From an optimization exercise on the open Yosys and OpenROAD flow, aimed at small area, a short achievable clock period and few clock cycles per item; shortcuts taken in it are not production practice. Function was checked by simulation only, so behaviour that the tests miss may differ from the original.

--- run.sh ---
#!/bin/bash
# synth_recipe.tcl (not shown) runs the flow's synth.tcl, then flattens the netlist and writes it again
# the make line also repeats each setting of config.mk as NAME=value (left out here)
make -C /OpenROAD-flow-scripts/flow DESIGN_CONFIG=/design/flow/config.mk WORK_HOME=/design/flow/orfs CLKGATE_MAP_FILE= SYNTH_SCRIPT=/design/flow/synth_recipe.tcl finish
--- config.mk ---
export PLATFORM = sky130hd
export DESIGN_NAME = rv32_exec_cluster
export DESIGN_NICKNAME = rv32_exec_cluster
export VERILOG_FILES = /design/flow/design.v
export SDC_FILE = /design/flow/constraint.sdc
export NUM_CORES = 4
export LEC_CHECK = 0
export CAP_MARGIN = 20
export CORE_MARGIN = 2
export CORE_UTILIZATION = 40
export SLEW_MARGIN = 20
--- constraint.sdc ---
create_clock -name core_clock -period 10.0 [get_ports {clk_i}]
set_input_delay 2.0000 -clock core_clock [delete_from_list [all_inputs] [get_ports {clk_i}]]
set_output_delay 2.0000 -clock core_clock [all_outputs]
set_load 0.01 [all_outputs]
--- design.v ---
package rv32_isa_pkg;
    typedef enum logic [4:0] {
        OP_ADD    = 5'b00000,
        OP_SLL    = 5'b00001,
        OP_SLT    = 5'b00010,
        OP_SLTU   = 5'b00011,
        OP_XOR    = 5'b00100,
        OP_SRL    = 5'b00101,
        OP_OR     = 5'b00110,
        OP_AND    = 5'b00111,
        OP_SUB    = 5'b01000,
        OP_SRA    = 5'b01101,
        OP_MUL    = 5'b10000,
        OP_MULH   = 5'b10001,
        OP_MULHSU = 5'b10010,
        OP_MULHU  = 5'b10011,
        OP_DIV    = 5'b10100,
        OP_DIVU   = 5'b10101,
        OP_REM    = 5'b10110,
        OP_REMU   = 5'b10111
    } exec_op_e;
    function automatic logic is_muldiv(input exec_op_e op);
        is_muldiv = op[4];
    endfunction
endpackage
package rv32_flow_pkg;
    typedef logic [4-1:0] tag_t;
    typedef logic [$clog2(4 + 2)-1:0] credit_t;
    typedef enum logic [1:0] {
        MD_IDLE = 2'b00,
        MD_MUL  = 2'b01,
        MD_DIV  = 2'b10,
        MD_DONE = 2'b11   
    } md_state_e;
endpackage
`timescale 1ns/1ns
module rv32_alu_pipe (
    input  logic                   clk_i,
    input  logic                   rst_n_i,
    input  logic                   op_valid_i,
    input  rv32_isa_pkg::exec_op_e op_i,
    input  logic [32-1:0]       op_a_i,
    input  logic [32-1:0]       op_b_i,
    input  rv32_flow_pkg::tag_t    op_tag_i,
    output logic                   res_valid_o,
    output rv32_flow_pkg::tag_t    res_tag_o,
    output logic [32-1:0]       res_data_o
);
    logic             s1_valid;
    rv32_isa_pkg::exec_op_e         s1_op;
    logic [32-1:0] s1_a, s1_b;
    rv32_flow_pkg::tag_t             s1_tag;
    logic [4:0]       shamt;
    logic [32-1:0] alu_result;
    always_ff @(posedge clk_i) begin
        if (!rst_n_i) begin
            s1_valid <= 1'b0;
        end else begin
            s1_valid <= op_valid_i && !rv32_isa_pkg::is_muldiv(op_i);
        end
    end
    always_ff @(posedge clk_i) begin
        s1_op  <= op_i;
        s1_a   <= op_a_i;
        s1_b   <= op_b_i;
        s1_tag <= op_tag_i;
    end
    assign shamt = s1_b[4:0];
    always_comb begin
        case (s1_op)
            rv32_isa_pkg::OP_ADD:  alu_result = s1_a + s1_b;
            rv32_isa_pkg::OP_SUB:  alu_result = s1_a - s1_b;
            rv32_isa_pkg::OP_SLL:  alu_result = s1_a << shamt;
            rv32_isa_pkg::OP_SLT:  alu_result = 32'($signed(s1_a) < $signed(s1_b));
            rv32_isa_pkg::OP_SLTU: alu_result = 32'(s1_a < s1_b);
            rv32_isa_pkg::OP_XOR:  alu_result = s1_a ^ s1_b;
            rv32_isa_pkg::OP_SRL:  alu_result = s1_a >> shamt;
            rv32_isa_pkg::OP_SRA:  alu_result = $signed(s1_a) >>> shamt;   
            rv32_isa_pkg::OP_OR:   alu_result = s1_a | s1_b;
            rv32_isa_pkg::OP_AND:  alu_result = s1_a & s1_b;
            default: alu_result = '0;
        endcase
    end
    always_ff @(posedge clk_i) begin
        if (!rst_n_i) begin
            res_valid_o <= 1'b0;
        end else begin
            res_valid_o <= s1_valid;
        end
    end
    always_ff @(posedge clk_i) begin
        res_tag_o  <= s1_tag;
        res_data_o <= alu_result;
    end
endmodule
`timescale 1ns/1ns
module rv32_mul_div (
    input  logic                   clk_i,
    input  logic                   rst_n_i,
    input  logic                   op_valid_i,
    input  rv32_isa_pkg::exec_op_e op_i,
    input  logic [32-1:0]       op_a_i,
    input  logic [32-1:0]       op_b_i,
    input  rv32_flow_pkg::tag_t    op_tag_i,
    output logic                   res_valid_o,
    output rv32_flow_pkg::tag_t    res_tag_o,
    output logic [32-1:0]       res_data_o
);
    localparam int QDEPTH = 4;
    localparam int QPTR_W = $clog2(QDEPTH);
    localparam int QCNT_W = QPTR_W + 1;
    rv32_isa_pkg::exec_op_e           q_op  [QDEPTH];
    logic [32-1:0]   q_a   [QDEPTH];
    logic [32-1:0]   q_b   [QDEPTH];
    rv32_flow_pkg::tag_t               q_tag [QDEPTH];
    logic [QPTR_W-1:0]  q_wr_ptr, q_rd_ptr;
    logic [QCNT_W-1:0]  q_count;
    logic               q_push, q_pop;
    rv32_isa_pkg::exec_op_e           h_op;
    logic [32-1:0]   h_a, h_b;
    logic               h_signed, h_div0, h_ovf;
    rv32_flow_pkg::md_state_e          state;
    rv32_isa_pkg::exec_op_e           cur_op;
    logic [32-1:0]   cur_a, cur_b;
    logic [32-1:0]   quo, rem, divisor;
    logic               neg_q, neg_r;
    logic [$clog2(32):0] step;
    logic [32:0]     rem_shift, rem_trial;
    logic [32:0]     mul_a, mul_b;
    logic [2*32+1:0] product;
    assign q_push = op_valid_i && rv32_isa_pkg::is_muldiv(op_i);
    assign q_pop  = (state == rv32_flow_pkg::MD_IDLE) && (q_count != '0);
    always_ff @(posedge clk_i) begin
        if (q_push) begin
            q_op[q_wr_ptr]  <= op_i;
            q_a[q_wr_ptr]   <= op_a_i;
            q_b[q_wr_ptr]   <= op_b_i;
            q_tag[q_wr_ptr] <= op_tag_i;
        end
    end
    always_ff @(posedge clk_i) begin
        if (!rst_n_i) begin
            q_wr_ptr <= '0;
            q_rd_ptr <= '0;
            q_count  <= '0;
        end else begin
            if (q_push) q_wr_ptr <= q_wr_ptr + 1'b1;
            if (q_pop)  q_rd_ptr <= q_rd_ptr + 1'b1;
            q_count <= q_count + QCNT_W'(q_push) - QCNT_W'(q_pop);
        end
    end
    assign h_op     = q_op[q_rd_ptr];
    assign h_a      = q_a[q_rd_ptr];
    assign h_b      = q_b[q_rd_ptr];
    assign h_signed = (h_op == rv32_isa_pkg::OP_DIV) || (h_op == rv32_isa_pkg::OP_REM);
    assign h_div0   = (h_b == '0);
    assign h_ovf    = h_signed && (h_a == {1'b1, {(32-1){1'b0}}}) && (h_b == '1);
    assign mul_a   = {(cur_op != rv32_isa_pkg::OP_MULHU) && cur_a[32-1], cur_a};
    assign mul_b   = {(cur_op == rv32_isa_pkg::OP_MULH) && cur_b[32-1], cur_b};
    assign product = $signed(mul_a) * $signed(mul_b);
    assign rem_shift = {rem, quo[32-1]};
    assign rem_trial = rem_shift - {1'b0, divisor};   
    always_ff @(posedge clk_i) begin
        if (!rst_n_i) begin
            state <= rv32_flow_pkg::MD_IDLE;
        end else begin
            case (state)
                rv32_flow_pkg::MD_IDLE: if (q_pop) begin
                    if (!h_op[2])               state <= rv32_flow_pkg::MD_MUL;
                    else if (h_div0 || h_ovf)   state <= rv32_flow_pkg::MD_DONE;
                    else                        state <= rv32_flow_pkg::MD_DIV;
                end
                rv32_flow_pkg::MD_MUL:  state <= rv32_flow_pkg::MD_DONE;
                rv32_flow_pkg::MD_DIV:  if (step == 32) state <= rv32_flow_pkg::MD_DONE;
                default: state <= rv32_flow_pkg::MD_IDLE;
            endcase
        end
    end
    always_ff @(posedge clk_i) begin
        case (state)
            rv32_flow_pkg::MD_IDLE: if (q_pop) begin
                cur_op    <= h_op;
                cur_a     <= h_a;
                cur_b     <= h_b;
                res_tag_o <= q_tag[q_rd_ptr];
                quo       <= (h_signed && h_a[32-1]) ? -h_a : h_a;
                divisor   <= (h_signed && h_b[32-1]) ? -h_b : h_b;
                rem       <= '0;
                step      <= '0;
                neg_q     <= h_signed && (h_a[32-1] ^ h_b[32-1]);
                neg_r     <= h_signed && h_a[32-1];
                if (h_div0) begin
                    res_data_o <= (h_op == rv32_isa_pkg::OP_DIV || h_op == rv32_isa_pkg::OP_DIVU) ? '1 : h_a;
                end else if (h_ovf) begin
                    res_data_o <= (h_op == rv32_isa_pkg::OP_DIV) ? h_a : '0;
                end
            end
            rv32_flow_pkg::MD_MUL: begin
                res_data_o <= (cur_op == rv32_isa_pkg::OP_MUL) ? product[32-1:0]
                                                 : product[2*32-1:32];
            end
            rv32_flow_pkg::MD_DIV: begin
                if (step != 32) begin
                    rem  <= rem_trial[32] ? rem_shift[32-1:0] : rem_trial[32-1:0];
                    quo  <= {quo[32-2:0], ~rem_trial[32]};
                    step <= step + 1'b1;
                end else if (cur_op == rv32_isa_pkg::OP_REM || cur_op == rv32_isa_pkg::OP_REMU) begin
                    res_data_o <= neg_r ? -rem : rem;   
                end else begin
                    res_data_o <= neg_q ? -quo : quo;
                end
            end
            default: ;
        endcase
    end
    assign res_valid_o = (state == rv32_flow_pkg::MD_DONE);
endmodule
`timescale 1ns/1ns
module rv32_result_merge (
    input  logic                clk_i,
    input  logic                rst_n_i,
    input  logic                alu_valid_i,
    input  rv32_flow_pkg::tag_t alu_tag_i,
    input  logic [32-1:0]    alu_data_i,
    input  logic                md_valid_i,
    input  rv32_flow_pkg::tag_t md_tag_i,
    input  logic [32-1:0]    md_data_i,
    input  logic                res_credit_i,
    output logic                res_valid_o,
    output rv32_flow_pkg::tag_t res_tag_o,
    output logic [32-1:0]    res_data_o,
    output logic                issue_credit_o
);
    localparam int PTR_W = $clog2(4);
    rv32_flow_pkg::tag_t             buf_tag  [4];
    logic [32-1:0] buf_data [4];
    logic [PTR_W-1:0] wr_ptr, rd_ptr;
    logic [PTR_W-1:0] md_slot;
    rv32_flow_pkg::credit_t          fill;
    rv32_flow_pkg::credit_t          credits;   
    logic             pop;
    assign md_slot = alu_valid_i ? wr_ptr + 1'b1 : wr_ptr;
    always_ff @(posedge clk_i) begin
        if (alu_valid_i) begin
            buf_tag[wr_ptr]  <= alu_tag_i;
            buf_data[wr_ptr] <= alu_data_i;
        end
        if (md_valid_i) begin
            buf_tag[md_slot]  <= md_tag_i;
            buf_data[md_slot] <= md_data_i;
        end
    end
    assign pop = (fill != '0) && (credits != '0);
    always_ff @(posedge clk_i) begin
        if (!rst_n_i) begin
            wr_ptr  <= '0;
            rd_ptr  <= '0;
            fill    <= '0;
            credits <= '0;
        end else begin
            wr_ptr  <= wr_ptr + PTR_W'(alu_valid_i) + PTR_W'(md_valid_i);
            if (pop) begin
                rd_ptr <= rd_ptr + 1'b1;
            end
            fill    <= fill + rv32_flow_pkg::credit_t'(alu_valid_i) + rv32_flow_pkg::credit_t'(md_valid_i)
                       - rv32_flow_pkg::credit_t'(pop);
            credits <= credits + rv32_flow_pkg::credit_t'(res_credit_i) - rv32_flow_pkg::credit_t'(pop);
        end
    end
    assign res_valid_o    = pop;
    assign res_tag_o      = buf_tag[rd_ptr];
    assign res_data_o     = buf_data[rd_ptr];
    assign issue_credit_o = pop;
endmodule
`timescale 1ns/1ns
module rv32_exec_cluster (
    input  logic                   clk_i,
    input  logic                   rst_n_i,
    input  logic                   issue_valid_i,
    input  rv32_isa_pkg::exec_op_e issue_op_i,
    input  logic [32-1:0]       issue_a_i,
    input  logic [32-1:0]       issue_b_i,
    input  rv32_flow_pkg::tag_t    issue_tag_i,
    output logic                   issue_credit_o,
    input  logic                   res_credit_i,
    output logic                   res_valid_o,
    output rv32_flow_pkg::tag_t    res_tag_o,
    output logic [32-1:0]       res_data_o
);
    logic             alu_valid, md_valid;
    rv32_flow_pkg::tag_t             alu_tag, md_tag;
    logic [32-1:0] alu_data, md_data;
    rv32_alu_pipe rv32_alu_pipe_i (.clk_i(clk_i),
                                   .rst_n_i(rst_n_i),
                                   .op_valid_i(issue_valid_i),
                                   .op_i(issue_op_i),
                                   .op_a_i(issue_a_i),
                                   .op_b_i(issue_b_i),
                                   .op_tag_i(issue_tag_i),
                                   .res_valid_o(alu_valid),
                                   .res_tag_o(alu_tag),
                                   .res_data_o(alu_data));
    rv32_mul_div rv32_mul_div_i (.clk_i(clk_i),
                                 .rst_n_i(rst_n_i),
                                 .op_valid_i(issue_valid_i),
                                 .op_i(issue_op_i),
                                 .op_a_i(issue_a_i),
                                 .op_b_i(issue_b_i),
                                 .op_tag_i(issue_tag_i),
                                 .res_valid_o(md_valid),
                                 .res_tag_o(md_tag),
                                 .res_data_o(md_data));
    rv32_result_merge rv32_result_merge_i (.clk_i(clk_i),
                                           .rst_n_i(rst_n_i),
                                           .alu_valid_i(alu_valid),
                                           .alu_tag_i(alu_tag),
                                           .alu_data_i(alu_data),
                                           .md_valid_i(md_valid),
                                           .md_tag_i(md_tag),
                                           .md_data_i(md_data),
                                           .res_credit_i(res_credit_i),
                                           .res_valid_o(res_valid_o),
                                           .res_tag_o(res_tag_o),
                                           .res_data_o(res_data_o),
                                           .issue_credit_o(issue_credit_o));
endmodule
==> summary.txt <==
per-layer routing:
layer  up-vias  GRT usage (%)  wire (um)  part of all wire [%]
li1      25164              -          -                     -
met1     29542           33.7     104000                    43
met2      1956           39.4     114000                    47
met3       357           3.07      17100                   7.0
met4        16           6.72       7300                   3.0
met5         -              0        115                 0.047
sequential cells by signal, summed over array words and instances (netlist names), 32 cells and up, named ones only:
register and cells:
rv32_alu_pipe_i.s1_a 32, rv32_mul_div_i.quo 32, rv32_result_merge_i.buf_data 128, rv32_mul_div_i.cur_a 32
rv32_mul_div_i.rem 32, rv32_mul_div_i.res_data_o 32, rv32_mul_div_i.q_b 128, rv32_alu_pipe_i.res_data_o 32
rv32_mul_div_i.divisor 32, rv32_mul_div_i.q_a 128, rv32_alu_pipe_i.s1_b 32
cell families after synthesis:
group | share of synthesized area [%]
multiplexers | 6.67
adder cells (fa/ha/maj) | 34.2
flip-flops | 27.7
AO/OA/AOI/OAI | 8.68
AND/OR/NAND/NOR | 12.0
buffers and inverters | 8.25
XOR/XNOR | 2.51
critical path: stages, from the launching register on:
cell and delay [ps]:
sky130_fd_sc_hd__edfxtp_1 1130, sky130_fd_sc_hd__buf_4 390, sky130_fd_sc_hd__nand2_1 110, sky130_fd_sc_hd__fa_1 570, sky130_fd_sc_hd__inv_1 50, sky130_fd_sc_hd__fa_1 390, sky130_fd_sc_hd__fa_1 510, sky130_fd_sc_hd__fa_1 430
sky130_fd_sc_hd__fa_1 490, sky130_fd_sc_hd__fa_1 580, sky130_fd_sc_hd__inv_1 60, sky130_fd_sc_hd__fa_1 480, sky130_fd_sc_hd__inv_1 50, sky130_fd_sc_hd__fa_1 450, sky130_fd_sc_hd__ha_1 540, sky130_fd_sc_hd__a21oi_1 140
sky130_fd_sc_hd__nand2_1 100, sky130_fd_sc_hd__a2bb2oi_1 180, sky130_fd_sc_hd__o41ai_1 160, sky130_fd_sc_hd__o21ai_0 290, sky130_fd_sc_hd__a21oi_1 210, sky130_fd_sc_hd__o41a_1 550, sky130_fd_sc_hd__or4bb_1 550, sky130_fd_sc_hd__nand3_1 100
sky130_fd_sc_hd__o21ai_0 80, sky130_fd_sc_hd__a211o_1 290
cells in the final DEF, fill, tap and decap left out, types with 26 or more instances in the layout:
cell	n
sky130_fd_sc_hd__clkdlybuf4s50_1	114
sky130_fd_sc_hd__nor3_1	66
sky130_fd_sc_hd__xnor2_1	147
sky130_fd_sc_hd__o31ai_1	37
sky130_fd_sc_hd__a21o_1	72
sky130_fd_sc_hd__dfxtp_1	126
sky130_fd_sc_hd__mux2i_1	60
sky130_fd_sc_hd__and2_1	354
sky130_fd_sc_hd__o211ai_1	46
sky130_fd_sc_hd__clkbuf_16	85
sky130_fd_sc_hd__fa_1	1132
sky130_fd_sc_hd__nand2_1	1036
sky130_fd_sc_hd__o21ai_0	283
sky130_fd_sc_hd__mux4_2	134
sky130_fd_sc_hd__xor2_1	79
sky130_fd_sc_hd__nand3_1	57
sky130_fd_sc_hd__buf_4	149
sky130_fd_sc_hd__mux2_2	150
sky130_fd_sc_hd__edfxtp_1	644
sky130_fd_sc_hd__o21bai_1	26
sky130_fd_sc_hd__ha_1	364
sky130_fd_sc_hd__or3_1	40
sky130_fd_sc_hd__inv_1	1309
sky130_fd_sc_hd__nand4_1	32
sky130_fd_sc_hd__a211oi_1	74
sky130_fd_sc_hd__a21oi_1	288
sky130_fd_sc_hd__nor2_1	349
cells in the mapped netlist, types with 24 or more instances:
cell type                  number  area [um^2]
sky130_fd_sc_hd__clkbuf_1     390         1460
sky130_fd_sc_hd__buf_1         25         93.8
sky130_fd_sc_hd__dfxtp_1      134         2680
sky130_fd_sc_hd__edfxtp_1     644        19300
sky130_fd_sc_hd__a31oi_1       24          150
sky130_fd_sc_hd__ha_1         365         4570
sky130_fd_sc_hd__o21ai_0      283         1420
sky130_fd_sc_hd__or3_1         40          250
sky130_fd_sc_hd__nand4_1       32          200
sky130_fd_sc_hd__o21bai_1      26          195
sky130_fd_sc_hd__nor2b_1       25          156
sky130_fd_sc_hd__xor2_1        80          701
sky130_fd_sc_hd__a21oi_1      289         1450
sky130_fd_sc_hd__nor2_1       350         1310
sky130_fd_sc_hd__nand3_1       57          285
sky130_fd_sc_hd__mux2i_1       60          601
sky130_fd_sc_hd__inv_1       1309         4910
sky130_fd_sc_hd__mux2_2       150         1690
sky130_fd_sc_hd__nor3_1        66          330
sky130_fd_sc_hd__a21o_1        72          541
sky130_fd_sc_hd__mux4_2       134         3020
sky130_fd_sc_hd__a211oi_1      75          563
sky130_fd_sc_hd__nand2_1     1036         3890
sky130_fd_sc_hd__o31ai_1       37          278
sky130_fd_sc_hd__o211ai_1      46          345
sky130_fd_sc_hd__xnor2_1      148         1300
sky130_fd_sc_hd__nand2b_1      24          150
sky130_fd_sc_hd__and2_1       356         2230
sky130_fd_sc_hd__fa_1        1133        22700
area by class of cell:
type                       instances  area [um^2]
fill                           18705       111000
multi-input combinational       5248        51100
sequential                       778        22000
inverter                        1311         4920
tap                             2640         3300
timing repair buffer             269         2360
clock buffer                     114         2350
clock inverter                    44          629
antenna                            9         22.5
final timing paths:
kind | startpoint | to | cells after the start
hold reg to reg | rv32_alu_pipe_i.s1_tag[2]$_DFF_P_ | rv32_alu_pipe_i.res_tag_o[2]$_DFF_P_ | 0
setup reg to reg | rv32_mul_div_i.cur_b[12]$_DFFE_PP_ | rv32_mul_div_i.res_data_o[30]$_DFFE_PP_ | 25
hold / removal | rv32_alu_pipe_i.s1_tag[2]$_DFF_P_ | rv32_alu_pipe_i.res_tag_o[2]$_DFF_P_ | 0
setup / recovery | rv32_mul_div_i.cur_b[12]$_DFFE_PP_ | rv32_mul_div_i.res_data_o[30]$_DFFE_PP_ | 25
==> results.yml <==
run_status:
  outcome: "no timing/DRC/antenna violations"
detailed_routing:
  drt-pass1-iter-count: 6
  drt.antenna.violating_nets: 0
  number_of_vias_after_detailed_routing: 57035
  avgViaCountPerCell: 5.48
  avgRoutedWirePerCell_um: 23.3
  residual_drc_count: 0
  finalWirelength_um: 243000
  dr.first_iter.drc_count: 4881
place:
  placedInstanceArea_um2: 83700
  port-buffer-count: 114
  routabilityCongestion: 0.939
  numPlacedInstances: 10243
  dp_hpwl_um: 192000
  minimum_setup_slack_after_placement_ps: 863
die:
  ios: 115
  initial_utilization_pct: 40.3
  die_area_um2: 203000
  floorplan.core_area_um2: 198000
  fp.dieW_um: 450
  rows: 163
  chipHeight_um: 450
grt:
  grt_usage_pct: 24.1
  grt_remaining_overflow: 0
  grt_antenna_before_repair: 32
  grt_first_pass_wirelength_um: 374000
  pin_count_of_the_biggest_net_entering_global_routing: 75
  vias_in_the_first_global_route: 59213
clock_tree:
  clock_latency_late_sink_ps: 670
  clockRootBuffer: "sky130_fd_sc_hd__clkbuf_16"
  setup_fix_bufs_post_cts: 0
  cts-root-to-sink-buffers: 3
  cts_resized: 0
  h-tree-depth: 3
  cts_num_sinks: 778
  cts-buffers-inserted: 85
  tritoncts: "built"
  post_cts_hold_buffer_count: 0
  clk_pin_slew_worst_paths_ps: 60
critical_path:
  regToRegSetupSlack_ps: 850
  endpoint_kind: "register"
  worst_ep_required_time_ps: 10400
  crit_path_start_kind: "register"
  cp.arrival_ps: 9550
  timing.setup.critical_path_class: "reg2reg"
  crit_path_max_fanout: 14
yosys:
  seq_area_frac_synth_pct: 27.7
  syn-cell-area_um2: 79600
  ys.flop_type: "sky130_fd_sc_hd__edfxtp_1"
  synthArstFlopShare_pct: 0
  yosysUniqueCellTypes: 83
  synth_enable_flop_cells: 644
  syn_area_per_cell_um2: 10.2
  synthesized_flop_and_latch_total: 778
  yosys_warnings: 3
  post_synthesis_cells: 7768
  mappedNetlistNets: 9343
timing:
  final.setup_skew_ps: 35.2
  report.final.slew_viol_count: 0
  finalWorstPathRequiredPeriod_ps: 9150
  timing.fmax_ghz: 0.109
  unrepaired_setup_endpoints_after_global_routing: "false"
  worst-slew-pin-transition_ps: 1340
  hold_violations: 0
  setup-tns-final_ps: 0
  finalSetupViolations: 0
  fin_hold_ws_ps: 329
  timing.final.crit_share_pct: 91.5
  max_slew_margin_pct: 10.0
  final_critical_path_setup_slack_ps: 848
flow_run:
  maxCapViolations: 0
final_layout:
  layout-drive-gt1-share_pct: 8.19
  syn2layout_area_growth_pct: 8.99
  design_area_um2: 86800
  instances_no_fill: 10413
  nets: 9268
  final_core_util_pct: 43.9
worst_hold_path:
  min-delay-path-class: "reg2reg"
Testbench counts, summed over its fixed seeds: cycles 46,543, items 12,000.

## re-timing with driven ports
No port has a modelled driver above. Below, the same layout with a new extraction and two added sets of constraints. Step 1 sets driving cells, clkbuf_16 on the clock port and buf_2 on the other inputs (assumed; they add their load-dependent delay and slew). Step 2 moves the port delays by t, midway between the first and last clock arrival at a register: inputs arrive t later, outputs are due t later. That takes back most of the time a late clock gives input paths. a / b / c = ideal / step 1 / step 2; a / b = the first two.
t (ns): 0.726
slack for setup (ns): 0.848 / 0.848 / 0.848
worst setup path after step 2: register to register
cell pins on the clock port's net: 1
After both steps this run still meets setup and hold. For this run, drivers alone change the setup slack by 0.000 ns; drivers and shift together by 0.000 ns.
